This is an optimization exercise on Yosys and OpenROAD, whose aim is small area, a short achievable clock period and few clock cycles, not a production implementation.
RTL that was checked went through simulation tests only; none was proved equivalent to the original.
Only the layout flow was run in run 1; the RTL was not checked for function there.
No activity file was given, so power comes from the tool's default toggle rates.

<file path="config.mk">
export PLATFORM = sky130hd
export DESIGN_NAME = dcache_line_nway
export DESIGN_NICKNAME = dcache_line_nway
export VERILOG_FILES = /design/flow/design.v
export SDC_FILE = /design/flow/constraint.sdc
export NUM_CORES = 4
export LEC_CHECK = 0
export CAP_MARGIN = 20
export CORE_MARGIN = 2
export CORE_UTILIZATION = 30
export PLACE_DENSITY = 0.45
export SLEW_MARGIN = 20
</file>
<file path="constraint.sdc">
create_clock -name core_clock -period 10.0 [get_ports {clk}]
set_input_delay 2.0000 -clock core_clock [delete_from_list [all_inputs] [get_ports {clk}]]
set_output_delay 2.0000 -clock core_clock [all_outputs]
set_load 0.01 [all_outputs]
</file>
<file path="design.v">
module dcache_line_nway #(
  parameter int unsigned DATABITS      = 32,
  parameter int unsigned ADDRBITS      = 32,
  parameter int unsigned CACHEADDRBITS = 4,
  parameter int unsigned LSBITS        = 2,
  parameter int unsigned WAYS          = 4,
  parameter int unsigned WAYBITS       = (WAYS > 1) ? $clog2(WAYS) : 1,
  parameter int unsigned CNTMISSBITS   = 8
) (
  input  logic                     clk,
  input  logic                     reset,
  input  logic [ADDRBITS-1:0]      dcache_addr,
  input  logic [DATABITS-1:0]      dcache_in,
  input  logic [DATABITS/8-1:0]    byteenable,
  input  logic                     dcache_rdreq,
  input  logic                     dcache_wrreq,
  output logic [DATABITS-1:0]      dcache_out,
  output logic                     dcache_valid,
  output logic                     dcache_busy,
  input  logic                     invalidate,
  output logic [ADDRBITS-1:0]      mem_addr,
  output logic [DATABITS-1:0]      mem_out,
  output logic                     mem_wrreq,
  input  logic                     mem_wr_ack,
  output logic                     mem_rdreq,
  input  logic [DATABITS-1:0]      mem_in,
  input  logic                     mem_in_valid,
  output logic [CNTMISSBITS-1:0]   cnt_miss
);
  localparam int unsigned TAGBITS = ADDRBITS - CACHEADDRBITS - LSBITS;
  localparam int unsigned BANKNUM = DATABITS / 8;
  localparam int unsigned WORDS   = 1 << CACHEADDRBITS;
  localparam logic [CACHEADDRBITS-1:0] LastWord = CACHEADDRBITS'(WORDS - 1);
  logic                     busy_q, wb_q, fill_q, dvalid_q;
  logic [WAYS-1:0]          valid_q, dirty_q;
  logic [WAYBITS-1:0]       ptr_q;
  logic [CACHEADDRBITS-1:0] cnt_q;
  logic [CNTMISSBITS-1:0]   cnt_miss_q;
  logic [CACHEADDRBITS-1:0] req_word_q;
  logic [DATABITS-1:0]      wdata_q;
  logic [BANKNUM-1:0]       be_q;
  logic                     is_wr_q;
  logic [TAGBITS-1:0]       mtag_q;
  logic [DATABITS-1:0]      out_q;
  logic [TAGBITS-1:0]       tag_q  [WAYS];
  logic [DATABITS-1:0]      data_q [WAYS][WORDS];
  logic                     idle, req, miss, vdirty;
  logic [TAGBITS-1:0]       in_tag, vic_tag;
  logic [CACHEADDRBITS-1:0] in_word, rd_word;
  logic [WAYS-1:0]          hit_w, vic, rd_way;
  logic                     hit;
  logic [DATABITS-1:0]      rd_data, w0_data, wbus;
  logic                     fill_beat, wb_beat, last;
  logic                     unused_lsb;
  assign idle       = !busy_q;
  assign req        = dcache_rdreq || dcache_wrreq;
  assign in_tag     = dcache_addr[ADDRBITS-1 -: TAGBITS];
  assign in_word    = dcache_addr[LSBITS +: CACHEADDRBITS];
  assign unused_lsb = ^dcache_addr[LSBITS-1:0];
  assign last       = (cnt_q == LastWord);
  assign fill_beat  = fill_q && mem_in_valid;
  assign wb_beat    = wb_q && mem_wr_ack;
  always_comb begin
    vic = '0;
    vic[ptr_q] = 1'b1;
    for (int w = WAYS - 1; w >= 0; w--) begin
      if (!valid_q[w]) begin
        vic    = '0;
        vic[w] = 1'b1;
      end
    end
  end
  always_comb begin
    vdirty  = 1'b0;
    vic_tag = '0;
    w0_data = '0;
    for (int w = 0; w < WAYS; w++) begin
      vdirty  = vdirty | (vic[w] & valid_q[w] & dirty_q[w]);
      vic_tag = vic_tag | ({TAGBITS{vic[w]}} & tag_q[w]);
      w0_data = w0_data | ({DATABITS{vic[w]}} & data_q[w][0]);
    end
  end
  always_comb begin
    for (int w = 0; w < WAYS; w++) hit_w[w] = valid_q[w] && (tag_q[w] == in_tag);
  end
  assign hit  = |hit_w;
  assign miss = idle && req && !hit;
  assign rd_word = busy_q ? (cnt_q + 1'b1) : in_word;
  always_comb begin
    for (int w = 0; w < WAYS; w++) rd_way[w] = busy_q ? vic[w] : hit_w[w];
  end
  always_comb begin
    rd_data = '0;
    for (int w = 0; w < WAYS; w++)
      rd_data = rd_data | ({DATABITS{rd_way[w]}} & data_q[w][rd_word]);
  end
  always_comb begin
    for (int b = 0; b < BANKNUM; b++) begin
      if (idle)
        wbus[8*b +: 8] = dcache_in[8*b +: 8];
      else if (is_wr_q && (cnt_q == req_word_q) && be_q[b])
        wbus[8*b +: 8] = wdata_q[8*b +: 8];
      else
        wbus[8*b +: 8] = mem_in[8*b +: 8];
    end
  end
  always_ff @(posedge clk) begin
    for (int w = 0; w < WAYS; w++) begin
      for (int k = 0; k < WORDS; k++) begin
        for (int b = 0; b < BANKNUM; b++) begin
          if ((idle && dcache_wrreq && hit_w[w] && (in_word == k) && byteenable[b]) ||
              (fill_beat && vic[w] && (cnt_q == k)))
            data_q[w][k][8*b +: 8] <= wbus[8*b +: 8];
        end
      end
      if (miss && vic[w]) tag_q[w] <= in_tag;
    end
  end
  always_ff @(posedge clk) begin
    if (idle) begin
      req_word_q <= in_word;
      wdata_q    <= dcache_in;
      be_q       <= byteenable;
      is_wr_q    <= dcache_wrreq;
      mtag_q     <= vdirty ? vic_tag : in_tag;
    end else if (wb_beat && last) begin
      mtag_q     <= vic_tag;
    end
    if (idle)
      out_q <= hit ? rd_data : w0_data;
    else if (wb_beat)
      out_q <= rd_data;
    else if (fill_beat && !is_wr_q && (cnt_q == req_word_q))
      out_q <= mem_in;
  end
  always_ff @(posedge clk or posedge reset) begin
    if (reset) begin
      busy_q     <= 1'b0;
      wb_q       <= 1'b0;
      fill_q     <= 1'b0;
      dvalid_q   <= 1'b0;
      valid_q    <= '0;
      dirty_q    <= '0;
      ptr_q      <= '0;
      cnt_q      <= '0;
      cnt_miss_q <= '0;
    end else begin
      dvalid_q <= 1'b0;
      if (idle) begin
        if (invalidate) begin
          valid_q <= '0;
          dirty_q <= '0;
        end
        if (req) begin
          if (hit) begin
            dvalid_q <= 1'b1;
            if (dcache_wrreq) dirty_q <= dirty_q | hit_w;
          end else begin
            busy_q <= 1'b1;
            wb_q   <= vdirty;
            fill_q <= !vdirty;
            if (cnt_miss_q != '1) cnt_miss_q <= cnt_miss_q + 1'b1;
          end
        end
      end
      if (wb_beat) begin
        cnt_q <= cnt_q + 1'b1;
        if (last) begin
          wb_q   <= 1'b0;
          fill_q <= 1'b1;
        end
      end
      if (fill_beat) begin
        cnt_q <= cnt_q + 1'b1;
        if (last) begin
          fill_q   <= 1'b0;
          busy_q   <= 1'b0;
          dvalid_q <= 1'b1;
          valid_q  <= valid_q | vic;
          dirty_q  <= is_wr_q ? (dirty_q | vic) : (dirty_q & ~vic);
          if (vic[ptr_q]) ptr_q <= ptr_q + 1'b1;
        end
      end
    end
  end
  assign dcache_out   = out_q;
  assign dcache_valid = dvalid_q;
  assign dcache_busy  = busy_q;
  assign mem_wrreq    = wb_q;
  assign mem_rdreq    = fill_q;
  assign mem_addr     = {mtag_q, cnt_q, {LSBITS{1'b0}}};
  assign mem_out      = out_q;
  assign cnt_miss     = cnt_miss_q;
endmodule
</file>
<file path="flow/run.sh">
#!/bin/bash
export SETUP_SLACK_MARGIN=6.5
bash standard.sh > standard_flow.log 2>&1
</file>
<file path="standard.sh">
#!/bin/bash
# synth_recipe.tcl (not shown) runs the flow's synth.tcl, then flattens the netlist and writes it again
# the make line also repeats each setting of config.mk as NAME=value (left out here)
make -C /OpenROAD-flow-scripts/flow DESIGN_CONFIG=/design/flow/config.mk WORK_HOME=/design/flow/orfs CLKGATE_MAP_FILE= SYNTH_SCRIPT=/design/flow/synth_recipe.tcl "${@:-finish}"
</file>
==> implementation parameters, run 1 <==
Parameter                              Value

Logic synthesis
  Avg Inst Size Synth    15.8 sq um
  Number of distinct library cells after synthesis    98
  Synthesized flop and latch total    2277
  Synthesized area    89700 sq um
  Most used flip-flop cell after synthesis    sky130_fd_sc_hd__edfxtp_1
  Seq/Total Area, Yosys    76.1%
  Total number of yosys warnings    3
  Number of standard cells after synthesis    5684
  Proportion of synthesized flip-flops having asynchronous set or reset    1.14%
  Count of flip-flops with a built-in enable after synthesis    2251

Flow run
  Max Cap Viol    0

Drt
  Number of nets with antenna violations after detailed routing    0
  Number of DRC violations after detailed-routing iteration 0    between 10000 and 15000
  Post-detailed-route via-to-cell ratio    6.16
  Via count    67400
  Total wire length after detailed routing    between 400000 and 500000 um
  Routed WL per cell    41.7 um
  First-pass iteration count of the detailed router    12
  Number of design rule violations left after detail routing    0

Setup path
  Kind of cell with the highest combined delay on the critical path    compound AO/OA/AOI/OAI gates
  Cell at the slowest stage of the critical path    sky130_fd_sc_hd__mux2i_1
  Critical path cell sequence    buf_12, nand2b_2, mux2i_1, buf_4, a22oi_1, o21ai_0, nor3_4, o22ai_2, nor4_4, a311oi_2
  R2R setup slack    around 5.7 ns
  CP bufs+invs    2
  Worst Path Required    10.68 ns
  Critical path capture point    out_q[17]$_DFFE_PP_
  Worst setup path startpoint    dcache_addr[4]
  Delay of the slowest critical-path stage    0.98 ns
  Reg2Reg Capture Point    out_q[17]$_DFFE_PP_
  Number of stages on the worst setup path    10
  Worst Path Max Fanout    11
  CP arrival    5.19 ns
  Critical R2R Launch    cnt_q[1]$_DFFE_PP0P_
  CP endpoint kind    flop
  Crit start category    primary input
  Worst-case reg-to-reg path depth    11
  Crit path kind    primary input to flop

Finish
  Post-layout util    42.3%
  P&R area growth vs syn    40.3%
  Commonest non-fill, non-tap cells in the layout    sky130_fd_sc_hd__edfxtp_1 (2251), sky130_fd_sc_hd__buf_12 (411), sky130_fd_sc_hd__nand2_1 (403), sky130_fd_sc_hd__buf_4 (329), sky130_fd_sc_hd__a22oi_1 (325)
  Fillers    between 20000 and 30000
  Most common cell after layout, fill and taps aside    sky130_fd_sc_hd__edfxtp_1
  Share of layout cells above drive strength 1    34.1%
  Net total in the final layout    6898
  Final cell area excluding filler cells    126000 sq um

Floorplanning
  Vertical die dimension    551 um
  IO Pins    approximately 220
  Core region area    297000 sq um
  Number of rows in the core area    200
  Initial Utilization    30.2%
  Die Footprint    303000 sq um
  Die outline width    between 500 and 600 um

Power and ir drop
  Leakage power summed over all cells    just over 40 nW
  Worst supply voltage drop on vdd    between 0.2 and 0.25 mV
  P per Cell Area    roughly 310 nW/um^2
  Power consumption    39.3 mW

Timing
  Clock skew    0.0786 ns
  Smallest setup slack after layout    5.49 ns
  Unrepaired setup endpoints after global routing    true
  Setup TNS    0 ns
  Clock period minus final worst setup slack    4.51 ns
  Hold violation count in the final report    0
  Max-slew violation total from the final report    0
  Slew @ Worst Pin    1.23 ns
  Slew headroom    15.5%
  Share of the clock period used by the worst path after layout    45.1%
  Endpoints failing setup    0
  Max Freq    ~220 MHz

Place
  Worst setup slack before clock tree synthesis    2.66 ns
  Placed inst area    99800 sq um
  Port Buf Inserts    between 200 and 250
  Final HPWL from detailed placement    237000 um
  Last weighted congestion value of the routability-driven placer    0.962

CTS
  Hold-fix buffer count after cts    0
  Clock H-tree levels    4
  CTS Buffer Depth    4
  CTS Root Buffer Type    sky130_fd_sc_hd__clkbuf_16
  TritonCTS clock tree    done
  Number of CTS-inserted buffers    248
  Number of sinks driven by the clock tree    2277
  Clock insertion delay at the later pin of the skew report    0.97 ns
  Clock-pin slew of the registers on the worst-case setup and hold paths    0.06 ns

GRT
  Global router's overall resource usage    29.0%
  Number of global-route vias before repair    62300
  Remaining global-route overflow    0
  Wire length of the first global-routing pass    589000 um
  Number of antenna violations at the first check in global routing    28
  Maximum number of pins on one net before global-route repair    65

Outcome
  Result of the run  timing/DRC/antenna clean

Min path
  Hold WC Path Type    flop to flop
-- synthesized netlist by cell type, drive strengths merged (14+ instances only) --
cell type,count,area [sq um]
edfxtp,2251,67600
nand2,461,1730
o21ai,365,1840
a22oi,342,2570
buf,276,1460
a222oi,217,2170
a21oi,205,1060
nor2,204,768
clkbuf,167,627
a221oi,133,1170
nand3,104,521
xnor2,100,876
a31oi,97,626
a22o,92,806
mux2i,73,731
nand4,66,413
nor3,47,273
nor4,41,294
and3,37,231
o22ai,31,194
dfrtp,26,651
mux2,25,285
xor2,22,211
a2111oi,18,164
a211oi,18,135
a21o,18,135
a311oi,14,123
and2,14,87.6
-- stage by stage --
stage / std cells / hold WS, ns
final: 10900 / 0.575
after global routing: 10900 / 0.599
after CTS: 10800 / 0.506
after detailed placement: 9581 / 0.495
after global placement: 9581 / 0.484
after floorplan: 5685 / 0.519
-- routing by layer --
metal,wire (um),track usage (%),vias to the layer above
met3,56600,9.68,1422
met5,712,0.578,-
met2,197000,43.3,5130
met4,31600,15.3,25
met1,171000,37.2,35200
li1,-,-,25600
-- sequential cells by signal, summed over array words and instances, names as in the netlist, named ones only --
register and count:
data_q 2048, tag_q 104, out_q 32, wdata_q 32
mtag_q 26, cnt_miss_q 8, be_q 4, cnt_q 4
req_word_q 4, valid_q 4, ptr_q 2, busy_q 1
dvalid_q 1, fill_q 1, is_wr_q 1, wb_q 1
-- kinds of logic (layout without fill, tap and decap cells) --
group | count (synthesis) | in the layout | synth area share (%)
XOR/XNOR | 122 | 122 | 1.21
AO/OA/AOI/OAI | 1685 | 1692 | 13.6
flip-flops | 2277 | 2277 | 76.1
multiplexers | 99 | 100 | 1.16
buffers and inverters | 455 | 1733 | 2.38
other | 1 | 17 | 0.00418
AND/OR/NAND/NOR | 1036 | 1051 | 5.39
adder cells (fa/ha/maj) | 9 | 9 | 0.126
-- worst min-delay path by stage --
stage	from	endpoint	slack [ns]	cells after the start
6_report	ptr_q[1]$_DFFE_PP0P_	ptr_q[1]$_DFFE_PP0P_	0.58	1
5_1_grt	ptr_q[1]$_DFFE_PP0P_	ptr_q[1]$_DFFE_PP0P_	0.60	1
4_1_cts	cnt_miss_q[5]$_DFFE_PP0P_	cnt_miss_q[5]$_DFFE_PP0P_	0.51	1
3_5_place_dp	cnt_miss_q[5]$_DFFE_PP0P_	cnt_miss_q[5]$_DFFE_PP0P_	0.49	1
3_3_place_gp	cnt_miss_q[5]$_DFFE_PP0P_	cnt_miss_q[5]$_DFFE_PP0P_	0.48	1
2_1_floorplan	cnt_miss_q[7]$_DFFE_PP0P_	cnt_miss_q[7]$_DFFE_PP0P_	0.52	1
-- power by group --
part	total, mW	switching, mW	leakage, nW	internal, mW
logic	19.1	12.4	16.6	6.67
clock network	8.94	3.97	3.74	4.97
registers	11.3	0.131	20.6	11.1
-- what timing repair did --
item / 4_1_cts / 5_1_grt
gates cloned: 95 / 7
endpoints found under the setup margin: 4389 / 3617
pin swaps: 471 / 338
gates resized for setup: 1569 / 303
setup buffers: 632 / 155
-- area by class of cell --
type / count / area, sq um / area share (%)
Sequential cell: 2277 / 68300 / 54.3
Multi-Input combinational cell: 2976 / 26700 / 21.3
Timing Repair Buffer: 1267 / 18100 / 14.4
Clock buffer: 302 / 6470 / 5.15
Tap cell: 3939 / 4930 / 3.92
Clock inverter: 152 / 1200 / 0.954
Inverter: 12 / 70.1 / 0.0557
Antenna cell: 15 / 37.5 / 0.0298
==> run 2: changes to the inputs <==
--- a/design.v
+++ b/design.v
@@ -41,6 +41,7 @@
   logic [BANKNUM-1:0]       be_q;
   logic                     is_wr_q;
   logic [TAGBITS-1:0]       mtag_q;
+  logic [DATABITS-1:0]      mout_q;
   logic [DATABITS-1:0]      out_q;
   logic [TAGBITS-1:0]       tag_q  [WAYS];
   logic [DATABITS-1:0]      data_q [WAYS][WORDS];
@@ -123,15 +124,13 @@
       be_q       <= byteenable;
       is_wr_q    <= dcache_wrreq;
       mtag_q     <= vdirty ? vic_tag : in_tag;
-    end else if (wb_beat && last) begin
-      mtag_q     <= vic_tag;
+      mout_q     <= w0_data;
+    end else if (wb_beat) begin
+      mout_q     <= rd_data;
+      if (last) mtag_q <= vic_tag;
     end
-    if (idle)
-      out_q <= hit ? rd_data : w0_data;
-    else if (wb_beat)
-      out_q <= rd_data;
-    else if (fill_beat && !is_wr_q && (cnt_q == req_word_q))
-      out_q <= mem_in;
+    if (idle ? dcache_rdreq : (fill_beat && !is_wr_q && (cnt_q == req_word_q)))
+      out_q <= idle ? rd_data : mem_in;
   end
   always_ff @(posedge clk or posedge reset) begin
     if (reset) begin
@@ -189,6 +188,6 @@
   assign mem_wrreq    = wb_q;
   assign mem_rdreq    = fill_q;
   assign mem_addr     = {mtag_q, cnt_q, {LSBITS{1'b0}}};
-  assign mem_out      = out_q;
+  assign mem_out      = mout_q;
   assign cnt_miss     = cnt_miss_q;
 endmodule
==> run.sh (new file) <==
#!/bin/bash
# synth_recipe.tcl (not shown) runs the flow's synth.tcl, then flattens the netlist and writes it again
# the make line also repeats each setting of config.mk as NAME=value (left out here)
make -C /OpenROAD-flow-scripts/flow DESIGN_CONFIG=/design/flow/config.mk WORK_HOME=/design/flow/orfs CLKGATE_MAP_FILE= SYNTH_SCRIPT=/design/flow/synth_recipe.tcl finish
removed: flow/run.sh
removed: standard.sh
==> run 2 against run 1 <==
Still clean on timing, DRC and antenna; utilization decreased by 6.9 points; power decreased by 50%; critical path depth unchanged; final cell count decreased by 5.0%; via count decreased by 13%; critical endpoint is now mout_q[6]$_DFFE_PP_; largest power group is now sequential cells.
==> implementation parameters, run 2 <==
Parameter                              Value

GRT
  Global router's overall resource usage    21.8% (was 29.0%)
  Maximum number of pins on one net before global-route repair    113 (was 65)
  Number of antenna violations at the first check in global routing    39 (was 28)
  Remaining global-route overflow    0 (unchanged)
  Wire length of the first global-routing pass    470000 um (was 589000 um)
  Number of global-route vias before repair    55300 (was 62300)

Outcome
  Result of the run  timing/DRC/antenna clean (unchanged)

Setup path
  Cell at the slowest stage of the critical path    sky130_fd_sc_hd__clkdlybuf4s50_1 (was sky130_fd_sc_hd__mux2i_1)
  Number of stages on the worst setup path    10 (unchanged)
  CP endpoint kind    flop (unchanged)
  Crit start category    primary input (unchanged)
  Kind of cell with the highest combined delay on the critical path    simple AND/OR/NAND/NOR gates (was compound AO/OA/AOI/OAI gates)
  Crit path kind    primary input to flop (unchanged)
  R2R setup slack    4.41 ns (was 5.69 ns)
  Critical R2R Launch    cnt_q[0]$_DFFE_PP0P_ (was cnt_q[1]$_DFFE_PP0P_)
  Worst Path Required    10.66 ns (was 10.68 ns)
  CP arrival    6.93 ns (was 5.19 ns)
  Delay of the slowest critical-path stage    0.88 ns (was 0.98 ns)
  CP bufs+invs    2 (unchanged)
  Critical path cell sequence    clkdlybuf4s50_1, or3b_2, nand2_4, buf_12, a22oi_1, o22ai_1, nor4_1, a31oi_1, a221o_1, o2bb2a_1 (was buf_12, nand2b_2, mux2i_1, buf_4, a22oi_1, o21ai_0, nor3_4, o22ai_2, nor4_4, a311oi_2)
  Reg2Reg Capture Point    mout_q[10]$_DFFE_PP_ (was out_q[17]$_DFFE_PP_)
  Worst setup path startpoint    dcache_addr[3] (was dcache_addr[4])
  Worst Path Max Fanout    105 (was 11)
  Critical path capture point    mout_q[6]$_DFFE_PP_ (was out_q[17]$_DFFE_PP_)
  Worst-case reg-to-reg path depth    11 (unchanged)

Place
  Last weighted congestion value of the routability-driven placer    0.958 (was 0.962)
  Worst setup slack before clock tree synthesis    3.00 ns (was 2.66 ns)
  Port Buf Inserts    210 (unchanged)
  Final HPWL from detailed placement    231000 um (was 237000 um)
  Placed cell count    9936 (was 9581)

Timing
  Max-slew violation total from the final report    0 (unchanged)
  Share of the clock period used by the worst path after layout    62.7% (was 45.1%)
  Slew headroom    19.9% (was 15.5%)
  Smallest setup slack after layout    3.73 ns (was 5.49 ns)
  Clock period minus final worst setup slack    6.27 ns (was 4.51 ns)
  Setup TNS    0 ns (unchanged)
  Max Freq    159 MHz (was 222 MHz)
  Hold violation count in the final report    0 (unchanged)
  Unrepaired setup endpoints after global routing    false (was true)
  Clock skew    0.0738 ns (was 0.0786 ns)
  Endpoints failing setup    0 (unchanged)
  Slew @ Worst Pin    1.20 ns (was 1.23 ns)

Finish
  Most common cell after layout, fill and taps aside    sky130_fd_sc_hd__edfxtp_1 (unchanged)
  Commonest non-fill, non-tap cells in the layout    sky130_fd_sc_hd__edfxtp_1 (2283), sky130_fd_sc_hd__a22oi_1 (507), sky130_fd_sc_hd__nand2_1 (436), sky130_fd_sc_hd__buf_4 (329), sky130_fd_sc_hd__o21ai_0 (326) (was sky130_fd_sc_hd__edfxtp_1 (2251), sky130_fd_sc_hd__buf_12 (411), sky130_fd_sc_hd__nand2_1 (403), sky130_fd_sc_hd__buf_4 (329), sky130_fd_sc_hd__a22oi_1 (325))
  Register name with the most flops    data_q (unchanged)
  P&R area growth vs syn    17.4% (was 40.3%)
  Fillers    28800 (was 26100)
  Share of layout cells above drive strength 1    12.8% (was 34.1%)
  Max reg flops    2048 (unchanged)
  Net total in the final layout    6317 (was 6898)
  Registers with the highest flip-flop counts    data_q (2048), tag_q (104) (unchanged)
  Post-route insts no fill    10400 (was 10900)

CTS
  Clock H-tree levels    4 (unchanged)
  Clock insertion delay at the later pin of the skew report    0.92 ns (was 0.97 ns)
  Number of sinks driven by the clock tree    2309 (was 2277)
  Hold-fix buffer count after cts    0 (unchanged)
  Number of CTS-inserted buffers    239 (was 248)
  TritonCTS clock tree    done (unchanged)
  CTS Buffer Depth    4 (unchanged)
  PostCTS Resize Cnt    0 (was 1569)
  CTS Root Buffer Type    sky130_fd_sc_hd__clkbuf_16 (unchanged)
  Clock-pin slew of the registers on the worst-case setup and hold paths    0.06 ns (about the same)
  Post-CTS Setup Repair Bufs    0 (was 632)

Drt
  Number of nets with antenna violations after detailed routing    0 (unchanged)
  Routed WL per cell    33.3 um (was 41.7 um)
  Number of design rule violations left after detail routing    0 (unchanged)
  Via count    58600 (was 67400)
  Number of DRC violations after detailed-routing iteration 0    8775 (was 11300)
  Post-detailed-route via-to-cell ratio    5.64 (was 6.16)
  First-pass iteration count of the detailed router    10 (was 12)
  Total wire length after detailed routing    346000 um (was 457000 um)

Floorplanning
  Vertical die dimension    556 um (was 551 um)
  IO Pins    215 (unchanged)
  Initial Utilization    30.2% (about the same)
  Die Footprint    309000 sq um (was 303000 sq um)
  Number of rows in the core area    202 (was 200)
  Core region area    303000 sq um (was 297000 sq um)
  Die outline width    556 um (was 551 um)

Power and ir drop
  P per Cell Area    182 nW/um^2 (was 313 nW/um^2)
  Sequential Power Share    54.5% (was 28.7%)
  Leakage power summed over all cells    33.3 nW (was 40.9 nW)
  NetSw    3.99 mW (was 16.5 mW)
  Worst supply voltage drop on vdd    0.144 mV (was 0.218 mV)
  Share of total power consumed by net switching    20.5% (was 42.0%)
  Combinational share of power    1.7% (was 48.6%)
  Internal power consumption    15.5 mW (was 22.8 mW)
  Clk pwr share    43.8% (was 22.7%)

Logic synthesis
  Synthesized area    91400 sq um (was 89700 sq um)
  Most used flip-flop cell after synthesis    sky130_fd_sc_hd__edfxtp_1 (unchanged)
  Total number of yosys warnings    3 (unchanged)
  Most repeated cell in the gate-level netlist after synthesis    sky130_fd_sc_hd__edfxtp_1 (unchanged)
  Proportion of synthesized flip-flops having asynchronous set or reset    1.13% (was 1.14%)
  Count of flip-flops with a built-in enable after synthesis    2283 (was 2251)
  Top cell type's share of synthesized area    75.0% (was 75.4%)
  Synthesized flop and latch total    2309 (was 2277)
  Most used standard cells in the synthesized netlist    sky130_fd_sc_hd__edfxtp_1 (2283), sky130_fd_sc_hd__a22oi_1 (507), sky130_fd_sc_hd__nand2_1 (446) (was sky130_fd_sc_hd__edfxtp_1 (2251), sky130_fd_sc_hd__nand2_1 (460), sky130_fd_sc_hd__o21ai_0 (353))
  Largest area contributor in the synthesized netlist    sky130_fd_sc_hd__edfxtp_1 (unchanged)
  Seq/Total Area, Yosys    75.8% (was 76.1%)
  Number of standard cells after synthesis    5868 (was 5684)
  Synth area leaders    sky130_fd_sc_hd__edfxtp_1 (75%), sky130_fd_sc_hd__a22oi_1 (4.2%), sky130_fd_sc_hd__o21ai_0 (2.2%) (was sky130_fd_sc_hd__edfxtp_1 (75%), sky130_fd_sc_hd__a22oi_1 (2.9%), sky130_fd_sc_hd__a222oi_1 (2.4%))
  Avg Inst Size Synth    15.6 sq um (was 15.8 sq um)
  Number of distinct library cells after synthesis    79 (was 98)

Min path
  Hold WC Path Type    flop to flop (unchanged)
  Hold Path Origin    cnt_miss_q[4]$_DFFE_PP0P_ (was ptr_q[1]$_DFFE_PP0P_)
  Cells on Worst Hold Path    1 (unchanged)

Flow run
  Max Cap Viol    0 (unchanged)
-- run 2: changes by cell type after synthesis, moves of 32 or more --
cell,before,now
sky130_fd_sc_hd__clkbuf_1,167,289
sky130_fd_sc_hd__a22o_1,92,130
sky130_fd_sc_hd__o21ai_0,353,410
sky130_fd_sc_hd__a221o_1,9,88
sky130_fd_sc_hd__edfxtp_1,2251,2283
sky130_fd_sc_hd__a31oi_1,94,55
sky130_fd_sc_hd__a21oi_1,198,236
sky130_fd_sc_hd__buf_2,185,110
sky130_fd_sc_hd__a221oi_1,132,12
sky130_fd_sc_hd__a222oi_1,217,128
sky130_fd_sc_hd__a22oi_1,342,507
sky130_fd_sc_hd__o22ai_1,31,190
sky130_fd_sc_hd__nor2_1,203,159
-- run 2: metrics by stage --
| step | hold slack, ns | util [%] | power (mW) | cell area, sq um |
|---|---|---|---|---|
| after floorplan | 0.483 | - | 11.0 | 91400 |
| after global placement | 0.480 | 32.9 | 11.1 | 99700 |
| after detailed placement | 0.493 | 33.0 | 11.2 | 99800 |
| after CTS | 0.500 | 35.4 | 19.7 | 107000 |
| after global routing | 0.513 | 35.4 | 20.0 | 107000 |
| final | 0.500 | 35.4 | 19.5 | 107000 |
-- run 2: cells by family after synthesis --
logic type | after synthesis | share of synthesized area [%]
AOI/OAI and AO/OA | 1944 | 15.0
xor gates and xnor gates | 120 | 1.18
adders and majority gates | 9 | 0.123
buffers and inverters | 473 | 2.22
DFF | 2309 | 75.8
muxes | 117 | 1.34
other | 1 | 0.00410
and+or+nand+nor | 895 | 4.42
-- run 2: worst min path at each step --
stage	end	slack, ns
global route	cnt_miss_q[4]$_DFFE_PP0P_	0.51
CTS	cnt_miss_q[4]$_DFFE_PP0P_	0.50
floorplan	flop	0.48
detailed placement	cnt_miss_q[4]$_DFFE_PP0P_	0.49
finish	cnt_miss_q[4]$_DFFE_PP0P_	0.50
global placement	cnt_miss_q[4]$_DFFE_PP0P_	0.48
-- run 2: per-layer routing --
layer | part of all wire (%) | vias up | track usage (%)
met5 | 0.049 | - | 0.266
met4 | 4.4 | 10 | 8.77
met3 | 8.8 | 570 | 4.36
met2 | 45 | 3059 | 33.5
met1 | 42 | 30400 | 30.0
li1 | - | 24600 | -
-- run 2: power groups by stage --
stage / logic (mW) / registers, mW / clock network [mW]
after floorplan: 0.120 / 10.8 / 0
after global placement: 0.312 / 10.8 / 0
after detailed placement: 0.320 / 10.8 / 0
after CTS: 0.322 / 10.6 / 8.71
after global routing: 0.340 / 10.6 / 9.05
final: 0.323 / 10.6 / 8.55
-- run 2: cell type report --
type                    count  area, sq um  share of cell area [%]
repair buffers            551         4770                    4.44
flip-flops and latches   2309        69200                    64.5
diodes                     26         65.1                  0.0607
clock inverters           138         1100                    1.03
clock buffers             293         6230                    5.80
well taps                3978         4980                    4.64
inverters                  13         51.3                  0.0478
multi-input cells        3087        20900                    19.5
-- run 2: worst reg2reg max path: cells and delay by family (launching register included) --
kind,cells,cell delay (ns)
adders and majority gates,1,0.68
AOI/OAI and AO/OA,5,1.67
and+or+nand+nor,3,1.70
buffers and inverters,2,0.93
DFF,1,0.32
Testbench counts of run 2, summed over its fixed seeds: cycles 90,735.
==> run 3: changes to the inputs <==
--- a/design.v
+++ b/design.v
@@ -36,6 +36,7 @@
   logic [WAYBITS-1:0]       ptr_q;
   logic [CACHEADDRBITS-1:0] cnt_q;
   logic [CNTMISSBITS-1:0]   cnt_miss_q;
+  logic [TAGBITS-1:0]       req_tag_q;
   logic [CACHEADDRBITS-1:0] req_word_q;
   logic [DATABITS-1:0]      wdata_q;
   logic [BANKNUM-1:0]       be_q;
@@ -45,15 +46,18 @@
   logic [DATABITS-1:0]      out_q;
   logic [TAGBITS-1:0]       tag_q  [WAYS];
   logic [DATABITS-1:0]      data_q [WAYS][WORDS];
-  logic                     idle, req, miss, vdirty;
+  logic                     idle, req, hit, vdirty;
   logic [TAGBITS-1:0]       in_tag, vic_tag;
-  logic [CACHEADDRBITS-1:0] in_word, rd_word;
+  logic [CACHEADDRBITS-1:0] in_word, nxt_word;
   logic [WAYS-1:0]          hit_w, vic, rd_way;
-  logic                     hit;
+  logic [WORDS-1:0]         rd_sel;
   logic [DATABITS-1:0]      rd_data, w0_data, wbus;
-  logic                     fill_beat, wb_beat, last;
+  logic [DATABITS-1:0]      way_word [WAYS];
+  logic                     fill_beat, wb_beat, last, merge_word;
+  logic [WORDS-1:0]         fill_sel;
+  logic [BANKNUM-1:0]       wr_sel [WORDS];
   logic                     unused_lsb;
-  assign idle       = !busy_q;
+  assign idle       = !(wb_q || fill_q);
   assign req        = dcache_rdreq || dcache_wrreq;
   assign in_tag     = dcache_addr[ADDRBITS-1 -: TAGBITS];
   assign in_word    = dcache_addr[LSBITS +: CACHEADDRBITS];
@@ -61,6 +65,8 @@
   assign last       = (cnt_q == LastWord);
   assign fill_beat  = fill_q && mem_in_valid;
   assign wb_beat    = wb_q && mem_wr_ack;
+  assign nxt_word   = cnt_q + 1'b1;
+  assign merge_word = is_wr_q && (cnt_q == req_word_q);
   always_comb begin
     vic = '0;
     vic[ptr_q] = 1'b1;
@@ -84,41 +90,47 @@
   always_comb begin
     for (int w = 0; w < WAYS; w++) hit_w[w] = valid_q[w] && (tag_q[w] == in_tag);
   end
-  assign hit  = |hit_w;
-  assign miss = idle && req && !hit;
-  assign rd_word = busy_q ? (cnt_q + 1'b1) : in_word;
-  always_comb begin
-    for (int w = 0; w < WAYS; w++) rd_way[w] = busy_q ? vic[w] : hit_w[w];
+  assign hit = |hit_w;
+  always_comb begin
+    for (int k = 0; k < WORDS; k++)
+      rd_sel[k] = idle ? (in_word == k) : (nxt_word == k);
+    for (int w = 0; w < WAYS; w++) rd_way[w] = idle ? hit_w[w] : vic[w];
   end
   always_comb begin
     rd_data = '0;
-    for (int w = 0; w < WAYS; w++)
-      rd_data = rd_data | ({DATABITS{rd_way[w]}} & data_q[w][rd_word]);
-  end
-  always_comb begin
-    for (int b = 0; b < BANKNUM; b++) begin
-      if (idle)
-        wbus[8*b +: 8] = dcache_in[8*b +: 8];
-      else if (is_wr_q && (cnt_q == req_word_q) && be_q[b])
-        wbus[8*b +: 8] = wdata_q[8*b +: 8];
-      else
-        wbus[8*b +: 8] = mem_in[8*b +: 8];
+    for (int w = 0; w < WAYS; w++) begin
+      way_word[w] = '0;
+      for (int k = 0; k < WORDS; k++)
+        way_word[w] = way_word[w] | ({DATABITS{rd_sel[k]}} & data_q[w][k]);
+      rd_data = rd_data | ({DATABITS{rd_way[w]}} & way_word[w]);
+    end
+  end
+  always_comb begin
+    for (int b = 0; b < BANKNUM; b++)
+      wbus[8*b +: 8] = idle ? dcache_in[8*b +: 8] :
+                       (merge_word && be_q[b]) ? wdata_q[8*b +: 8] : mem_in[8*b +: 8];
+  end
+  always_comb begin
+    for (int k = 0; k < WORDS; k++) begin
+      fill_sel[k] = fill_beat && (cnt_q == k);
+      for (int b = 0; b < BANKNUM; b++)
+        wr_sel[k][b] = idle && dcache_wrreq && (in_word == k) && byteenable[b];
     end
   end
   always_ff @(posedge clk) begin
     for (int w = 0; w < WAYS; w++) begin
       for (int k = 0; k < WORDS; k++) begin
         for (int b = 0; b < BANKNUM; b++) begin
-          if ((idle && dcache_wrreq && hit_w[w] && (in_word == k) && byteenable[b]) ||
-              (fill_beat && vic[w] && (cnt_q == k)))
+          if ((hit_w[w] && wr_sel[k][b]) || (vic[w] && fill_sel[k]))
             data_q[w][k][8*b +: 8] <= wbus[8*b +: 8];
         end
       end
-      if (miss && vic[w]) tag_q[w] <= in_tag;
+      if (fill_beat && last && vic[w]) tag_q[w] <= req_tag_q;
     end
   end
   always_ff @(posedge clk) begin
     if (idle) begin
+      req_tag_q  <= in_tag;
       req_word_q <= in_word;
       wdata_q    <= dcache_in;
       be_q       <= byteenable;
@@ -127,7 +139,7 @@
       mout_q     <= w0_data;
     end else if (wb_beat) begin
       mout_q     <= rd_data;
-      if (last) mtag_q <= vic_tag;
+      if (last) mtag_q <= req_tag_q;
     end
     if (idle ? dcache_rdreq : (fill_beat && !is_wr_q && (cnt_q == req_word_q)))
       out_q <= idle ? rd_data : mem_in;
==> flow/run.sh (new file) <==
#!/bin/bash
export SETUP_SLACK_MARGIN=5.8
bash standard.sh > standard_flow.log 2>&1
==> standard.sh (new file) <==
#!/bin/bash
# synth_recipe.tcl (not shown) runs the flow's synth.tcl, then flattens the netlist and writes it again
# the make line also repeats each setting of config.mk as NAME=value (left out here)
make -C /OpenROAD-flow-scripts/flow DESIGN_CONFIG=/design/flow/config.mk WORK_HOME=/design/flow/orfs CLKGATE_MAP_FILE= SYNTH_SCRIPT=/design/flow/synth_recipe.tcl "${@:-finish}"
--- a/config.mk
+++ b/config.mk
@@ -7,6 +7,7 @@
 export LEC_CHECK = 0
 export CAP_MARGIN = 20
 export CORE_MARGIN = 2
-export CORE_UTILIZATION = 30
-export PLACE_DENSITY = 0.45
+export CORE_UTILIZATION = 50
+export PLACE_DENSITY = 0.6
 export SLEW_MARGIN = 20
+export TNS_END_PERCENT = 10
removed: run.sh
==> run 3 against run 2 <==
Sequential cell count increased by 26; clock skew decreased by 0.017 ns; critical endpoint is now data_q[12][20]$_DFFE_PP_; critical path type unchanged; first-iteration DRC count increased by 33%; maximum frequency increased by 37%; routed wire length increased by 0.73%; largest power group unchanged; register-to-register slack improved by 1.3 ns; clock power decreased by 2%; sequential share of layout area decreased by 0.13 points; still clean.
==> implementation parameters, run 3 <==
Parameter                              Value

Timing
  Slew @ Worst Pin    1.34 ns (was 1.20 ns)
  Unrepaired setup endpoints after global routing    true (was false)
  Endpoints failing setup    0 (unchanged)
  Clock skew    0.0570 ns (was 0.0738 ns)
  Max Freq    218 MHz (was 159 MHz)
  Setup TNS    0 ns (unchanged)
  Max-slew violation total from the final report    0 (unchanged)
  Slew headroom    10.4% (was 19.9%)
  Smallest setup slack after layout    5.42 ns (was 3.73 ns)
  Share of the clock period used by the worst path after layout    45.8% (was 62.7%)
  Clock period minus final worst setup slack    4.58 ns (was 6.27 ns)
  Final Hold Slack    0.500 ns (about the same)
  Hold violation count in the final report    0 (unchanged)

Setup path
  Crit path kind    primary input to flop (unchanged)
  CP arrival    5.07 ns (was 6.93 ns)
  Worst Path Max Fanout    11 (was 105)
  Worst-case reg-to-reg path depth    13 (was 11)
  Reg2Reg Capture Point    mout_q[13]$_DFFE_PP_ (was mout_q[10]$_DFFE_PP_)
  R2R setup slack    5.68 ns (was 4.41 ns)
  Kind of cell with the highest combined delay on the critical path    simple AND/OR/NAND/NOR gates (unchanged)
  Cell at the slowest stage of the critical path    sky130_fd_sc_hd__nor2_1 (was sky130_fd_sc_hd__clkdlybuf4s50_1)
  Critical path capture point    data_q[12][20]$_DFFE_PP_ (was mout_q[6]$_DFFE_PP_)
  Critical R2R Launch    cnt_q[1]$_DFFE_PP0P_ (was cnt_q[0]$_DFFE_PP0P_)
  Number of stages on the worst setup path    6 (was 10)
  Critical path cell sequence    clkdlybuf4s50_1, buf_4, nand3_1, nor2_1, nand2_1, o21ai_2 (was clkdlybuf4s50_1, or3b_2, nand2_4, buf_12, a22oi_1, o22ai_1, nor4_1, a31oi_1, a221o_1, o2bb2a_1)
  CP bufs+invs    2 (unchanged)
  Worst Path Required    10.48 ns (was 10.66 ns)
  CP endpoint kind    flop (unchanged)
  Worst setup path startpoint    dcache_wrreq (was dcache_addr[3])
  Delay of the slowest critical-path stage    1.03 ns (was 0.88 ns)
  Crit start category    primary input (unchanged)

Finish
  Final cell area excluding filler cells    109000 sq um (was 107000 sq um)
  Commonest non-fill, non-tap cells in the layout    sky130_fd_sc_hd__edfxtp_1 (2309), sky130_fd_sc_hd__a22oi_1 (654), sky130_fd_sc_hd__nand2_1 (505), sky130_fd_sc_hd__o21ai_0 (408), sky130_fd_sc_hd__buf_4 (394) (was sky130_fd_sc_hd__edfxtp_1 (2283), sky130_fd_sc_hd__a22oi_1 (507), sky130_fd_sc_hd__nand2_1 (436), sky130_fd_sc_hd__buf_4 (329), sky130_fd_sc_hd__o21ai_0 (326))
  P&R area growth vs syn    20.1% (was 17.4%)
  Share of layout cells above drive strength 1    18.1% (was 12.8%)
  Fillers    13400 (was 28800)
  Register name with the most flops    data_q (unchanged)
  Net total in the final layout    6308 (was 6317)
  Most common cell after layout, fill and taps aside    sky130_fd_sc_hd__edfxtp_1 (unchanged)
  Post-layout util    60.3% (was 35.4%)
  Post-route insts no fill    8768 (was 10400)
  Max reg flops    2048 (unchanged)
  Registers with the highest flip-flop counts    data_q (2048), tag_q (104) (unchanged)

GRT
  Maximum number of pins on one net before global-route repair    111 (was 113)
  Global router's overall resource usage    37.3% (was 21.8%)
  Wire length of the first global-routing pass    474000 um (was 470000 um)
  Number of global-route vias before repair    57000 (was 55300)
  Remaining global-route overflow    0 (unchanged)
  Number of antenna violations at the first check in global routing    29 (was 39)

Logic synthesis
  Total number of yosys warnings    5 (was 3)
  Most repeated cell in the gate-level netlist after synthesis    sky130_fd_sc_hd__edfxtp_1 (unchanged)
  Count of flip-flops with a built-in enable after synthesis    2309 (was 2283)
  Seq/Total Area, Yosys    77.3% (was 75.8%)
  Most used flip-flop cell after synthesis    sky130_fd_sc_hd__edfxtp_1 (unchanged)
  Most used standard cells in the synthesized netlist    sky130_fd_sc_hd__edfxtp_1 (2309), sky130_fd_sc_hd__a22oi_1 (663), sky130_fd_sc_hd__o21ai_0 (561) (was sky130_fd_sc_hd__edfxtp_1 (2283), sky130_fd_sc_hd__a22oi_1 (507), sky130_fd_sc_hd__nand2_1 (446))
  Synthesized flop and latch total    2335 (was 2309)
  Top cell type's share of synthesized area    76.6% (was 75.0%)
  Avg Inst Size Synth    16.0 sq um (was 15.6 sq um)
  Number of standard cells after synthesis    5653 (was 5868)
  Synthesized area    90500 sq um (was 91400 sq um)
  Largest area contributor in the synthesized netlist    sky130_fd_sc_hd__edfxtp_1 (unchanged)
  Proportion of synthesized flip-flops having asynchronous set or reset    1.11% (was 1.13%)
  Number of distinct library cells after synthesis    68 (was 79)
  Synth area leaders    sky130_fd_sc_hd__edfxtp_1 (77%), sky130_fd_sc_hd__a22oi_1 (5.5%), sky130_fd_sc_hd__o21ai_0 (3.1%) (was sky130_fd_sc_hd__edfxtp_1 (75%), sky130_fd_sc_hd__a22oi_1 (4.2%), sky130_fd_sc_hd__o21ai_0 (2.2%))

Drt
  Total wire length after detailed routing    349000 um (was 346000 um)
  First-pass iteration count of the detailed router    8 (was 10)
  Via count    61700 (was 58600)
  Number of nets with antenna violations after detailed routing    0 (unchanged)
  Number of DRC violations after detailed-routing iteration 0    11600 (was 8775)
  Number of design rule violations left after detail routing    0 (unchanged)
  Post-detailed-route via-to-cell ratio    7.03 (was 5.64)
  Routed WL per cell    39.8 um (was 33.3 um)

CTS
  Clock-pin slew of the registers on the worst-case setup and hold paths    0.06 ns (about the same)
  Hold-fix buffer count after cts    0 (unchanged)
  Clock insertion delay at the later pin of the skew report    0.90 ns (was 0.92 ns)
  Number of sinks driven by the clock tree    2335 (was 2309)
  Clock H-tree levels    4 (unchanged)
  Number of CTS-inserted buffers    228 (was 239)
  CTS Buffer Depth    3 (was 4)
  CTS Root Buffer Type    sky130_fd_sc_hd__clkbuf_16 (unchanged)
  TritonCTS clock tree    done (unchanged)

Power and ir drop
  Sequential Power Share    38.6% (was 54.5%)
  P per Cell Area    281 nW/um^2 (was 182 nW/um^2)
  Worst supply voltage drop on vdd    0.165 mV (was 0.144 mV)
  Leakage power summed over all cells    35.5 nW (was 33.3 nW)
  Share of total power consumed by net switching    35.2% (was 20.5%)
  Internal power consumption    19.8 mW (was 15.5 mW)
  Power consumption    30.6 mW (was 19.5 mW)
  NetSw    10.8 mW (was 3.99 mW)
  Combinational share of power    33.9% (was 1.7%)
  Clk pwr share    27.5% (was 43.8%)

Place
  Worst setup slack before clock tree synthesis    2.88 ns (was 3.00 ns)
  Placed cell count    8184 (was 9936)
  Last weighted congestion value of the routability-driven placer    0.973 (was 0.958)
  Port Buf Inserts    210 (unchanged)
  Placed inst area    97500 sq um (was 99800 sq um)
  Final HPWL from detailed placement    195000 um (was 231000 um)

Floorplanning
  IO Pins    215 (unchanged)
  Die outline width    430 um (was 556 um)
  Core region area    180000 sq um (was 303000 sq um)
  Die Footprint    185000 sq um (was 309000 sq um)
  Number of rows in the core area    156 (was 202)
  Initial Utilization    50.2% (was 30.2%)
  Vertical die dimension    430 um (was 556 um)

Outcome
  Result of the run  timing/DRC/antenna clean (unchanged)

Flow run
  Max Cap Viol    0 (unchanged)

Min path
  Hold WC Path Type    flop to flop (unchanged)
==> run 3: cell types whose count changed after synthesis, moves of 37 or more <==
| cell | change |
|---|---|
| sky130_fd_sc_hd__nor2_1 | -133 |
| sky130_fd_sc_hd__o22ai_1 | -190 |
| sky130_fd_sc_hd__a222oi_1 | -70 |
| sky130_fd_sc_hd__a221o_1 | -88 |
| sky130_fd_sc_hd__o21ai_0 | +151 |
| sky130_fd_sc_hd__a221oi_1 | +101 |
| sky130_fd_sc_hd__a22oi_1 | +156 |
| sky130_fd_sc_hd__mux2i_1 | -48 |
| sky130_fd_sc_hd__and3_1 | +61 |
| sky130_fd_sc_hd__o31a_1 | +39 |
| sky130_fd_sc_hd__and4_1 | +39 |
| sky130_fd_sc_hd__a21oi_1 | -190 |
| sky130_fd_sc_hd__nand2_1 | +68 |
| sky130_fd_sc_hd__clkbuf_1 | -37 |
==> run 3: how the worst min path moves through the flow <==
stage / from / end / slack (ns) / cells past startpoint
after CTS: cnt_miss_q[5]$_DFFE_PP0P_ / cnt_miss_q[5]$_DFFE_PP0P_ / 0.50 / 1
after global placement: cnt_miss_q[5]$_DFFE_PP0P_ / cnt_miss_q[5]$_DFFE_PP0P_ / 0.48 / 1
after detailed placement: cnt_miss_q[5]$_DFFE_PP0P_ / cnt_miss_q[5]$_DFFE_PP0P_ / 0.48 / 1
after floorplan: req_tag_q[0]$_DFFE_PP_ / tag_q[0][0]$_DFFE_PP_ / 0.48 / 0
after global routing: req_tag_q[1]$_DFFE_PP_ / tag_q[0][1]$_DFFE_PP_ / 0.53 / 0
final: cnt_miss_q[5]$_DFFE_PP0P_ / cnt_miss_q[5]$_DFFE_PP0P_ / 0.50 / 1
==> run 3: cells by family (layout without fill, tap and decap cells) <==
| family | count (synthesis) | after routing | synth area share, % |
|---|---|---|---|
| fa+ha+maj | 10 | 10 | 0.138 |
| mux | 34 | 34 | 0.391 |
| other cells | 1 | 27 | 0.00414 |
| buf+inv | 449 | 1155 | 2.05 |
| xor+xnor | 118 | 118 | 1.14 |
| flops | 2335 | 2335 | 77.3 |
| simple gates | 881 | 894 | 4.68 |
| compound gates | 1825 | 1825 | 14.3 |
==> run 3: repair_timing <==
item	in CTS	in global routing
gates cloned	35	0
hold endpoints to repair	0	0
gates resized for setup	407	24
buffers inserted	109	3
endpoints found under the setup margin	2537	1478
pin swaps	68	1
==> run 3: power by group through the flow <==
stage | Clock [mW] | Combinational [mW] | Sequential, mW
floorplan | 0 | 3.99 | 12.0
global placement | 0 | 7.83 | 12.0
detailed placement | 0 | 7.89 | 12.0
CTS | 8.44 | 9.93 | 11.8
global route | 8.82 | 10.5 | 11.8
finish | 8.42 | 10.4 | 11.8
==> run 3: area by class of cell <==
class | count | area (sq um) | area share [%]
well taps | 2370 | 2970 | 2.73
diodes | 25 | 62.6 | 0.0575
inverters | 44 | 173 | 0.159
flip-flops and latches | 2335 | 70000 | 64.4
multi-input cells | 2883 | 21200 | 19.5
repair buffers | 699 | 7120 | 6.55
clock inverters | 134 | 1210 | 1.11
clock buffers | 278 | 5980 | 5.50
==> run 3: routing by layer <==
layer	vias to the layer above	part of all wire (%)	global-route usage, %
li1	24100	-	-
met1	31000	36	49.6
met4	35	6.3	19.3
met3	1177	15	13.4
met5	-	0.15	1.28
met2	5321	43	53.8
Testbench counts of run 3, summed over its fixed seeds: cycles 90,735.
==> run 4: changes to the inputs <==
==> flow/run.sh (replaced) <==
#!/bin/bash
export SETUP_SLACK_MARGIN=6.3
bash standard.sh > standard_flow.log 2>&1
==> run 4 against run 3 <==
Setup slack improved by 0.19 ns; count of clock-buffer cells in the layout increased by 15; sequential share of layout area decreased by 2.1 points; critical path depth increased by 5; clock power decreased by 1%; critical path type unchanged; largest power group unchanged.
==> implementation parameters, run 4 <==
Parameter                              Value

Floorplanning
  Die outline width    430 um (unchanged)
  Initial Utilization    50.2% (unchanged)
  Number of rows in the core area    156 (unchanged)
  Die Footprint    185000 sq um (unchanged)
  Vertical die dimension    430 um (unchanged)
  IO Pins    215 (unchanged)
  Core region area    180000 sq um (unchanged)

CTS
  CTS Buffer Depth    3 (unchanged)
  Hold-fix buffer count after cts    0 (unchanged)
  Clock-pin slew of the registers on the worst-case setup and hold paths    0.06 ns (about the same)
  Number of CTS-inserted buffers    231 (was 228)
  Number of sinks driven by the clock tree    2335 (unchanged)
  CTS Root Buffer Type    sky130_fd_sc_hd__clkbuf_16 (unchanged)
  TritonCTS clock tree    done (unchanged)
  Clock insertion delay at the later pin of the skew report    0.90 ns (about the same)
  Clock H-tree levels    4 (unchanged)

Logic synthesis
  Top cell type's share of synthesized area    76.6% (unchanged)
  Avg Inst Size Synth    16.0 sq um (unchanged)
  Most used standard cells in the synthesized netlist    sky130_fd_sc_hd__edfxtp_1 (2309), sky130_fd_sc_hd__a22oi_1 (663), sky130_fd_sc_hd__o21ai_0 (561) (unchanged)
  Number of standard cells after synthesis    5653 (unchanged)
  Proportion of synthesized flip-flops having asynchronous set or reset    1.11% (unchanged)
  Seq/Total Area, Yosys    77.3% (unchanged)
  Largest area contributor in the synthesized netlist    sky130_fd_sc_hd__edfxtp_1 (unchanged)
  Number of distinct library cells after synthesis    68 (unchanged)
  Synthesized area    90500 sq um (unchanged)
  Synth area leaders    sky130_fd_sc_hd__edfxtp_1 (77%), sky130_fd_sc_hd__a22oi_1 (5.5%), sky130_fd_sc_hd__o21ai_0 (3.1%) (unchanged)
  Total number of yosys warnings    5 (unchanged)
  Most used flip-flop cell after synthesis    sky130_fd_sc_hd__edfxtp_1 (unchanged)
  Most repeated cell in the gate-level netlist after synthesis    sky130_fd_sc_hd__edfxtp_1 (unchanged)
  Synthesized flop and latch total    2335 (unchanged)
  Count of flip-flops with a built-in enable after synthesis    2309 (unchanged)

Timing
  Max Freq    227 MHz (was 218 MHz)
  Smallest setup slack after layout    5.60 ns (was 5.42 ns)
  Slew @ Worst Pin    1.16 ns (was 1.34 ns)
  Clock period minus final worst setup slack    4.40 ns (was 4.58 ns)
  Unrepaired setup endpoints after global routing    true (unchanged)
  Max-slew violation total from the final report    0 (unchanged)
  Hold violation count in the final report    0 (unchanged)
  Share of the clock period used by the worst path after layout    44.0% (was 45.8%)
  Clock skew    0.0338 ns (was 0.0570 ns)
  Slew headroom    22.9% (was 10.4%)
  Endpoints failing setup    0 (unchanged)
  Setup TNS    0 ns (unchanged)

Setup path
  Crit start category    primary input (unchanged)
  Worst Path Max Fanout    81 (was 11)
  Crit path kind    primary input to flop (unchanged)
  Worst-case reg-to-reg path depth    13 (unchanged)
  CP arrival    4.99 ns (was 5.07 ns)
  CP endpoint kind    flop (unchanged)
  Worst Path Required    10.59 ns (was 10.48 ns)

Finish
  Max reg flops    2048 (unchanged)
  Post-route insts no fill    8928 (was 8768)
  Registers with the highest flip-flop counts    data_q (2048), tag_q (104) (unchanged)
  Final cell area excluding filler cells    112000 sq um (was 109000 sq um)
  Net total in the final layout    6468 (was 6308)
  Share of layout cells above drive strength 1    22.7% (was 18.1%)
  Register name with the most flops    data_q (unchanged)
  Commonest non-fill, non-tap cells in the layout    sky130_fd_sc_hd__edfxtp_1 (2309), sky130_fd_sc_hd__a22oi_1 (589), sky130_fd_sc_hd__nand2_1 (496), sky130_fd_sc_hd__buf_4 (430), sky130_fd_sc_hd__o21ai_0 (388) (was sky130_fd_sc_hd__edfxtp_1 (2309), sky130_fd_sc_hd__a22oi_1 (654), sky130_fd_sc_hd__nand2_1 (505), sky130_fd_sc_hd__o21ai_0 (408), sky130_fd_sc_hd__buf_4 (394))
  Most common cell after layout, fill and taps aside    sky130_fd_sc_hd__edfxtp_1 (unchanged)
  Fillers    13000 (was 13400)
  P&R area growth vs syn    24.2% (was 20.1%)

Place
  Worst setup slack before clock tree synthesis    3.18 ns (was 2.88 ns)
  Port Buf Inserts    210 (unchanged)
  Final HPWL from detailed placement    193000 um (was 195000 um)
  Placed inst area    97600 sq um (was 97500 sq um)
  Placed cell count    8174 (was 8184)
  Last weighted congestion value of the routability-driven placer    0.976 (was 0.973)

Drt
  Number of design rule violations left after detail routing    0 (unchanged)
  Total wire length after detailed routing    360000 um (was 349000 um)
  Via count    63500 (was 61700)
  Post-detailed-route via-to-cell ratio    7.11 (was 7.03)
  First-pass iteration count of the detailed router    11 (was 8)
  Number of nets with antenna violations after detailed routing    0 (unchanged)
  Number of DRC violations after detailed-routing iteration 0    12800 (was 11600)
  Routed WL per cell    40.3 um (was 39.8 um)

GRT
  Number of global-route vias before repair    57700 (was 57000)
  Number of antenna violations at the first check in global routing    30 (was 29)
  Global router's overall resource usage    37.8% (was 37.3%)
  Maximum number of pins on one net before global-route repair    121 (was 111)
  Wire length of the first global-routing pass    480000 um (was 474000 um)
  Remaining global-route overflow    0 (unchanged)

Min path
  Cells on Worst Hold Path    1 (unchanged)
  Hold WC Path Type    flop to flop (unchanged)

Power and ir drop
  Power consumption    31.7 mW (was 30.6 mW)
  Leakage power summed over all cells    36.9 nW (was 35.5 nW)
  Worst supply voltage drop on vdd    0.174 mV (was 0.165 mV)
  P per Cell Area    282 nW/um^2 (was 281 nW/um^2)

Flow run
  Max Cap Viol    0 (unchanged)

Outcome
  Result of the run  timing/DRC/antenna clean (unchanged)
[run 4: cell counts after synthesis]
No cell type changed its count.
[run 4: area by class of cell]
cell class	count	area, sq um	share of cell area, %
inverter	44	173	0.154
multi-input combinational	2886	22500	20.0
tap	2370	2970	2.64
antenna	26	65.1	0.0579
sequential	2335	70000	62.3
timing repair buffer	853	9680	8.61
clock inverter	121	1020	0.910
clock buffer	293	6080	5.40
[run 4: worst max-delay path, stage by stage]
cell and delay (ns):
sky130_fd_sc_hd__buf_12 0.12, sky130_fd_sc_hd__nor4bb_4 0.19, sky130_fd_sc_hd__a32oi_2 0.21, sky130_fd_sc_hd__o21ai_4 0.11, sky130_fd_sc_hd__buf_12 0.18, sky130_fd_sc_hd__a22o_1 0.40, sky130_fd_sc_hd__a221oi_1 0.53, sky130_fd_sc_hd__a31oi_2 0.31
sky130_fd_sc_hd__a2111oi_4 0.27, sky130_fd_sc_hd__buf_6 0.24, sky130_fd_sc_hd__a21oi_2 0.08
[run 4: what timing repair did]
item | in CTS | in global routing
cloned | 55 | 13
pin swaps | 164 | 132
buffers inserted | 195 | 51
setup endpoints to repair | 4439 | 2582
resized for setup | 675 | 177
[run 4: power breakdown]
group / switching (mW) / leakage, nW / internal [mW]
registers: 0.167 / 21.1 / 11.6
logic: 7.42 / 12.4 / 4.17
clock network: 3.71 / 3.45 / 4.61
[run 4: metal layers]
layer | vias to the layer above | GRT usage (%) | routed length, um
li1 | 24400 | - | -
met1 | 31900 | 50.4 | 126000
met2 | 5834 | 54.8 | 155000
met3 | 1242 | 13.6 | 55300
met4 | 36 | 18.6 | 22400
met5 | - | 1.12 | 897
[run 4: logic make-up after synthesis]
| family | Yosys count | share of synthesized area [%] |
|---|---|---|
| DFF | 2335 | 77.3 |
| buffers and inverters | 449 | 2.05 |
| muxes | 34 | 0.391 |
| xor gates and xnor gates | 118 | 1.14 |
| other | 1 | 0.00414 |
| adders and majority gates | 10 | 0.138 |
| and+or+nand+nor | 881 | 4.68 |
| AOI/OAI and AO/OA | 1825 | 14.3 |
[run 4: per-stage QoR]
stage	hold WS, ns	utilization [%]
after floorplan	0.482	-
after global placement	0.481	54.1
after detailed placement	0.489	54.1
after CTS	0.503	61.4
after global routing	0.524	62.3
final	0.500	62.3
[run 4: worst paths after layout]
path                                            from                        end  slack [ns]
min in group asynchronous                      reset  cnt_miss_q[6]$_DFFE_PP0P_        1.52
min reg2reg                cnt_miss_q[5]$_DFFE_PP0P_  cnt_miss_q[5]$_DFFE_PP0P_        0.50
max reg2reg                     cnt_q[1]$_DFFE_PP0P_        out_q[15]$_DFFE_PP_        5.77
max in group asynchronous                      reset             wb_q$_DFF_PP0_        8.10
min                        cnt_miss_q[5]$_DFFE_PP0P_  cnt_miss_q[5]$_DFFE_PP0P_        0.50
max                                   dcache_addr[4]       mout_q[13]$_DFFE_PP_        5.60
==> run 5: changes to the inputs <==
==> flow/run.sh (replaced) <==
#!/bin/bash
bash standard.sh SETUP_SLACK_MARGIN=6.3 MATCH_CELL_FOOTPRINT=0 \
  "BUFFER_PORTS_ARGS=-buffer_cell sky130_fd_sc_hd__buf_2" finish > standard_flow.log 2>&1
==> run 5 against run 4 <==
Final area shrank 2.7%; critical path type unchanged; largest power group unchanged; largest cell class unchanged; setup slack better by 0.048 ns; final cell count is 0.78% lower; still clean on timing, DRC and antenna.
==> implementation parameters, run 5 <==
Parameter                              Value

Place
  Final HPWL from detailed placement    193000 um (about the same)
  Last weighted congestion value of the routability-driven placer    0.983 (was 0.976)
  Port Buf Inserts    210 (unchanged)

GRT
  Global-route track usage on met2    53.6% (was 54.8%)
  Global-route met3 utilization    14.4% (was 13.6%)
  Wire length of the first global-routing pass    475000 um (was 480000 um)
  Met1 GRT Util    49.8% (was 50.4%)
  Layer with the highest usage    met2 (unchanged)
  Number of global-route vias before repair    57600 (was 57700)
  Global router's overall resource usage    37.5% (was 37.8%)
  Remaining global-route overflow    0 (unchanged)
  Maximum number of pins on one net before global-route repair    78 (was 121)
  Number of antenna violations at the first check in global routing    23 (was 30)

Logic synthesis
  Top cell type's share of synthesized area    76.6% (unchanged)
  Synthesized area    90500 sq um (unchanged)
  Most used flip-flop cell after synthesis    sky130_fd_sc_hd__edfxtp_1 (unchanged)
  Seq/Total Area, Yosys    77.3% (unchanged)
  Largest area contributor in the synthesized netlist    sky130_fd_sc_hd__edfxtp_1 (unchanged)
  Avg Inst Size Synth    16.0 sq um (unchanged)
  Most used standard cells in the synthesized netlist    sky130_fd_sc_hd__edfxtp_1 (2309), sky130_fd_sc_hd__a22oi_1 (663), sky130_fd_sc_hd__o21ai_0 (561) (unchanged)
  Number of distinct library cells after synthesis    68 (unchanged)
  Synth area leaders    sky130_fd_sc_hd__edfxtp_1 (77%), sky130_fd_sc_hd__a22oi_1 (5.5%), sky130_fd_sc_hd__o21ai_0 (3.1%) (unchanged)
  Most repeated cell in the gate-level netlist after synthesis    sky130_fd_sc_hd__edfxtp_1 (unchanged)
  Proportion of synthesized flip-flops having asynchronous set or reset    1.11% (unchanged)
  Number of standard cells after synthesis    5653 (unchanged)
  Total number of yosys warnings    5 (unchanged)
  Synthesized flop and latch total    2335 (unchanged)
  Count of flip-flops with a built-in enable after synthesis    2309 (unchanged)

Setup path
  Delay of the slowest critical-path stage    0.58 ns (was 0.53 ns)
  Crit start category    primary input (unchanged)
  Crit path kind    primary input to flop (unchanged)
  CP endpoint kind    flop (unchanged)
  CP bufs+invs    5 (was 3)
  Worst Path Required    10.60 ns (was 10.59 ns)
  Kind of cell with the highest combined delay on the critical path    compound AO/OA/AOI/OAI gates (unchanged)
  Most Frequent Cell on Critical Path    sky130_fd_sc_hd__buf_12 (unchanged)
  Worst-case reg-to-reg path depth    13 (unchanged)
  Critical path cell sequence    buf_12, nor4b_4, a32o_2, buf_12, or2_4, buf_12, buf_12, buf_12, a22oi_2, nand2_1, or4_4, a2111oi_4, a21oi_1 (was buf_12, nor4bb_4, a32oi_2, o21ai_4, buf_12, a22o_1, a221oi_1, a31oi_2, a2111oi_4, buf_6, a21oi_2)
  Worst Path Max Fanout    6 (was 81)
  Critical R2R Launch    wb_q$_DFF_PP0_ (was cnt_q[1]$_DFFE_PP0P_)
  R2R setup slack    5.67 ns (was 5.77 ns)
  Reg2Reg Capture Point    mout_q[24]$_DFFE_PP_ (was out_q[15]$_DFFE_PP_)
  CP arrival    4.95 ns (was 4.99 ns)
  Cell at the slowest stage of the critical path    sky130_fd_sc_hd__or4_4 (was sky130_fd_sc_hd__a221oi_1)

CTS
  CTS Root Buffer Type    sky130_fd_sc_hd__clkbuf_16 (unchanged)
  TritonCTS clock tree    done (unchanged)
  CTS Buffer Depth    3 (unchanged)
  Number of sinks driven by the clock tree    2335 (unchanged)
  Clock H-tree levels    4 (unchanged)
  Clock insertion delay at the later pin of the skew report    0.91 ns (was 0.90 ns)
  Clock-pin slew of the registers on the worst-case setup and hold paths    0.06 ns (about the same)
  Number of CTS-inserted buffers    227 (was 231)

Finish
  Max reg flops    2048 (unchanged)
  Register name with the most flops    data_q (unchanged)
  Share of layout cells above drive strength 1    23.7% (was 22.7%)
  Most common cell after layout, fill and taps aside    sky130_fd_sc_hd__edfxtp_1 (unchanged)
  P&R area growth vs syn    20.8% (was 24.2%)
  Net total in the final layout    6389 (was 6468)
  Registers with the highest flip-flop counts    data_q (2048), tag_q (104) (unchanged)
  Commonest non-fill, non-tap cells in the layout    sky130_fd_sc_hd__edfxtp_1 (2309), sky130_fd_sc_hd__a22oi_1 (607), sky130_fd_sc_hd__nand2_1 (497), sky130_fd_sc_hd__o21ai_0 (403), sky130_fd_sc_hd__buf_4 (390) (was sky130_fd_sc_hd__edfxtp_1 (2309), sky130_fd_sc_hd__a22oi_1 (589), sky130_fd_sc_hd__nand2_1 (496), sky130_fd_sc_hd__buf_4 (430), sky130_fd_sc_hd__o21ai_0 (388))

Timing
  Slew @ Worst Pin    1.19 ns (was 1.16 ns)
  Share of the clock period used by the worst path after layout    43.5% (was 44.0%)
  Unrepaired setup endpoints after global routing    true (unchanged)
  Clock skew    0.0448 ns (was 0.0338 ns)
  Slew headroom    20.9% (was 22.9%)
  Clock period minus final worst setup slack    4.35 ns (was 4.40 ns)
  Setup TNS    0 ns (unchanged)
  Endpoints failing setup    0 (unchanged)
  Max-slew violation total from the final report    0 (unchanged)
  Hold violation count in the final report    0 (unchanged)
  Max Freq    230 MHz (was 227 MHz)

Floorplanning
  Die outline width    430 um (unchanged)
  Number of rows in the core area    156 (unchanged)
  IO Pins    215 (unchanged)
  Core region area    180000 sq um (unchanged)
  Initial Utilization    50.2% (unchanged)
  Die Footprint    185000 sq um (unchanged)
  Vertical die dimension    430 um (unchanged)

Drt
  Via count    63000 (was 63500)
  Routed WL per cell    40.3 um (about the same)
  First-pass iteration count of the detailed router    13 (was 11)
  Total wire length after detailed routing    357000 um (was 360000 um)
  Number of nets with antenna violations after detailed routing    0 (unchanged)
  Number of design rule violations left after detail routing    0 (unchanged)
  Post-detailed-route via-to-cell ratio    7.11 (about the same)
  Number of DRC violations after detailed-routing iteration 0    12600 (was 12800)

Power and ir drop
  Leakage power summed over all cells    36.0 nW (was 36.9 nW)
  Worst supply voltage drop on vdd    0.230 mV (was 0.174 mV)
  Power consumption    30.5 mW (was 31.7 mW)
  P per Cell Area    279 nW/um^2 (was 282 nW/um^2)

Min path
  Hold WC Path Type    flop to flop (unchanged)
  Cells on Worst Hold Path    1 (unchanged)
  Hold Path Origin    cnt_miss_q[5]$_DFFE_PP0P_ (unchanged)
  Worst hold endpoint    cnt_miss_q[5]$_DFFE_PP0P_ (unchanged)

Flow run
  Max Cap Viol    0 (unchanged)

Outcome
  Result of the run  timing/DRC/antenna clean (unchanged)
==> run 5: cell counts after synthesis <==
No cell type changed its count.
==> run 5: layer usage <==
| layer | part of all wire [%] | up-vias |
|---|---|---|
| li1 | - | 24300 |
| met1 | 35 | 31500 |
| met2 | 42 | 5807 |
| met3 | 16 | 1284 |
| met4 | 6.6 | 26 |
| met5 | 0.14 | - |
==> run 5: worst register-to-register path: stages, from the launching register on <==
cell	delay [ns]
sky130_fd_sc_hd__dfrtp_2	0.58
sky130_fd_sc_hd__buf_4	0.31
sky130_fd_sc_hd__o21ba_2	0.37
sky130_fd_sc_hd__a32o_2	0.38
sky130_fd_sc_hd__buf_12	0.17
sky130_fd_sc_hd__or2_4	0.30
sky130_fd_sc_hd__buf_12	0.17
sky130_fd_sc_hd__buf_12	0.14
sky130_fd_sc_hd__buf_12	0.15
sky130_fd_sc_hd__a22oi_2	0.18
sky130_fd_sc_hd__nand2_1	0.07
sky130_fd_sc_hd__or4_4	0.58
sky130_fd_sc_hd__a2111oi_4	0.50
sky130_fd_sc_hd__a21oi_1	0.13
==> run 5: what timing repair did <==
item	in CTS	in global routing
setup endpoints to repair	3686	3530
resized for setup	444	181
buffers inserted	144	48
pin swaps	139	95
gates cloned	45	10
hold buffers	0	0
==> run 5: where the power goes <==
part | internal (mW) | leakage (nW) | switching (mW)
Combinational | 3.55 | 11.6 | 6.98
Sequential | 11.6 | 21.1 | 0.177
Clock | 4.51 | 3.38 | 3.70
==> run 5: stage by stage <==
step | util, % | hold slack, ns | instances | instance area (sq um) | setup slack (ns)
6_report | 60.6 | 0.498 | 8858 | 109000 | 5.65
5_1_grt | 60.6 | 0.536 | 8835 | 109000 | 5.72
4_1_cts | 59.7 | 0.505 | 8772 | 108000 | 5.73
3_5_place_dp | 53.5 | 0.495 | 8165 | 96400 | 3.65
3_3_place_gp | 53.5 | 0.474 | 8165 | 96400 | 3.60
2_1_floorplan | - | 0.482 | 5654 | 90900 | 5.60
==> run 5: cell type report <==
class	instances	area, sq um
timing repair buffer	779	7320
clock inverter	121	947
clock buffer	297	5990
multi-input combinational	2885	21900
fill	13300	71000
sequential	2335	70000
inverter	44	181
tap	2370	2970
antenna	27	67.6
==> run 5: cell families after synthesis <==
kind of cell	count (synthesis)	share of synthesized area [%]
buffers and inverters	449	2.05
other	1	0.00414
xor gates and xnor gates	118	1.14
AOI/OAI and AO/OA	1825	14.3
DFF	2335	77.3
muxes	34	0.391
and+or+nand+nor	881	4.68
adders and majority gates	10	0.138
==> run 5: worst max-delay path by stage <==
stage              startpoint                      to  cells after the start
6_report       dcache_addr[5]    mout_q[24]$_DFFE_PP_                     13
5_1_grt        dcache_addr[5]    mout_q[24]$_DFFE_PP_                     13
4_1_cts          mem_in_valid  tag_q[3][22]$_DFFE_PP_                      7
3_5_place_dp   dcache_addr[4]    mout_q[11]$_DFFE_PP_                     10
3_3_place_gp   dcache_addr[5]    mout_q[15]$_DFFE_PP_                     11
2_1_floorplan  dcache_addr[4]    mout_q[18]$_DFFE_PP_                     11
